From an optimization exercise on the open Yosys and OpenROAD flow, aimed at small area and a short achievable clock period; shortcuts taken in it are not production practice.
The RTL was checked by simulation tests, not by an equivalence proof against the original design.
No activity file was given, so power comes from the tool's default toggle rates.

==> build 46 <==
// worley_field_pipe
module worley_field_pipe #(
  parameter int NUM_PTS    = 4,
  parameter int COORD_W    = 10,
  parameter int H_ACTIVE   = 640,
  parameter int V_ACTIVE   = 480,
  parameter int DIST_SHIFT = 8,
  parameter int OUT_W      = 8
) (
  input  logic               clk,
  input  logic               rst_n,
  input  logic               frame_start,
  input  logic               pix_valid,
  input  logic [COORD_W-1:0] x,
  input  logic [COORD_W-1:0] y,
  output logic               noise_valid,
  output logic [OUT_W-1:0]   noise,
  output logic [2:0]         cell_id,
  output logic               busy
);
  logic [2:0] cnt;
  logic       busy_q;
  logic       commit;
  always_ff @(posedge clk)
    if (!rst_n) begin
      cnt    <= 3'd0;
      busy_q <= 1'b0;
    end else if (!busy_q) begin
      cnt    <= 3'd1;
      busy_q <= frame_start;
    end else begin
      cnt    <= cnt + 3'd1;
      busy_q <= !commit;
    end
  assign busy   = busy_q;
  assign commit = busy_q && cnt == 3'd5;
  logic [0:0] commit_d;
  always_ff @(posedge clk)
    if (!rst_n) commit_d <= '0;
    else        commit_d <= commit;
  logic upd;
  assign upd = commit_d[0];
  logic [9:0] px [4];
  logic [8:0] py [4];
  logic [3:0] vxn, vyn;
  logic [9:0] ux0_c;   
  assign ux0_c[0] = upd;
  assign ux0_c[1] = ux0_c[0] & (px[0][0] ^ vxn[0]);
  assign ux0_c[2] = ux0_c[1] & (px[0][1] ^ vxn[0]);
  assign ux0_c[3] = ux0_c[2] & (px[0][2] ^ vxn[0]);
  assign ux0_c[4] = ux0_c[3] & (px[0][3] ^ vxn[0]);
  assign ux0_c[5] = ux0_c[4] & (px[0][4] ^ vxn[0]);
  assign ux0_c[6] = ux0_c[5] & (px[0][5] ^ vxn[0]);
  assign ux0_c[7] = ux0_c[6] & (px[0][6] ^ vxn[0]);
  assign ux0_c[8] = ux0_c[7] & (px[0][7] ^ vxn[0]);
  ...
clock: 8.0 ns
lec_check: 0
cap_margin: 20
core_margin: 2
core_utilization: 50
cts_cluster_diameter: 100
cts_cluster_size: 30
place_density: 0.75
setup_slack_margin: 5.0
slew_margin: 20
synth_hierarchical: 1
synth_minimum_keep_size: 0
run.sh (not shown) runs the stock make flow with config.mk's settings and CLKGATE_MAP_FILE= SYNTH_SCRIPT=/design/flow/synth_recipe.tcl, a recipe that flattens the netlist after the stock synthesis.
==> trial 47: changes against build 46 <==
--- a/flow/config.mk
+++ b/flow/config.mk
@@ -9,7 +9,4 @@
 export CORE_MARGIN = 2
 export CORE_UTILIZATION = 50
-export CTS_CLUSTER_DIAMETER = 100
-export CTS_CLUSTER_SIZE = 30
-export PLACE_DENSITY = 0.75
 export SETUP_SLACK_MARGIN = 5.0
 export SLEW_MARGIN = 20
==> trial 89: changes against build 46 <==
--- a/flow/config.mk
+++ b/flow/config.mk
@@ -8,8 +8,5 @@
 export CAP_MARGIN = 20
 export CORE_MARGIN = 2
-export CORE_UTILIZATION = 50
-export CTS_CLUSTER_DIAMETER = 100
-export CTS_CLUSTER_SIZE = 30
-export PLACE_DENSITY = 0.75
+export CORE_UTILIZATION = 65
 export SETUP_SLACK_MARGIN = 5.0
 export SLEW_MARGIN = 20
==> flow_summary.yaml <==
status:
  outcome: "finished clean"
cells_and_area:
  buffers: 83
  fillers: 2947
  ff_latch_area_um2: 8330
  multiInputGateArea_um2: 19300
clocking:
  cts_resized: 161
die:
  initial_utilization_pct: 66.1
pwr:
  p_per_area_nw_per_um2: 363
the above is filed under trial 89

==> flow_summary.yaml <==
status:
  outcome: "finished clean"
cells_and_area:
  multiInputGateArea_um2: 19400
  buffers: 83
  largest_register: "px"
  fillers: 4617
die:
  initial_utilization_pct: 50.5
clocking:
  root_buffer: "clkbuf_16"
  cts_setup_buffers: 11
hold_path:
  whs_path_depth: 1
global_routing:
  antenna_found_initial: 2
pwr:
  p_per_area_nw_per_um2: 334
route:
  ant_nets: 0
  dr.pass1.iters: 8
place:
  pre_cts_ws_ns: 4.73
the above is filed under build 46

==> flow_summary.yaml <==
global_routing:
  busiest_layer: "met2"
cells_and_area:
  layout_commonest_cell: "and2_1"
  ff_latch_area_um2: 8300
  dominant_cells: "multi-input combinational cells"
  clock_cell_area_share_pct: 4.85
  fillers: 4749
  multiInputGateArea_um2: 19300
  final_core_util_pct: 57.0
setup_path:
  worst-path-stages: 6
hold_path:
  worstHoldPathType: "reg -> reg"
pwr:
  p_per_area_nw_per_um2: 352
  vdd_ir_drop_max_mv: 0.185
timing:
  fin_crit_sh_pct: 37.1
clocking:
  cts_resized: 155
yosys:
  seq_area_frac_synth_pct: 29.0
status:
  outcome: "finished clean"
the above is filed under trial 47

## what the ideal ports hide
No port has a modelled driver above. Below, the same layouts with a new extraction and two added sets of constraints.
Step 1 (the two cells are an assumption about what drives the block):
set clk [get_ports {clk}]
set_driving_cell -lib_cell sky130_fd_sc_hd__clkbuf_16 $clk
set_driving_cell -lib_cell sky130_fd_sc_hd__buf_2 [delete_from_list [all_inputs] $clk]
Step 2 moves the port delays by t, midway between the first and last clock arrival at a register: inputs arrive t later, outputs are due t later. That takes back most of the time a late clock gives input paths.
a / b / c = ideal / step 1 / step 2; a / b = the first two.
| run | t (ns) | setup slack, ns | worst hold slack (ns) | worst slew at a driven data input, ns | pins driven straight from the clock port |
|---|---|---|---|---|---|
| build 46 | 0.608 | 4.987 / 4.987 / 4.848 | 0.447 / 0.447 / 0.447 | 0.04 | 1 |
| trial 47 | 0.623 | 5.030 / 5.030 / 4.857 | 0.439 / 0.439 / 0.439 | 0.04 | 1 |
| trial 89 | 0.620 | 5.020 / 5.020 / 4.832 | 0.440 / 0.440 / 0.440 | 0.04 | 1 |
After both steps every run listed still meets setup and hold. The setup slack of trial 89, which loses most, moves by 0.000 ns with the drivers and by -0.188 ns with both steps.
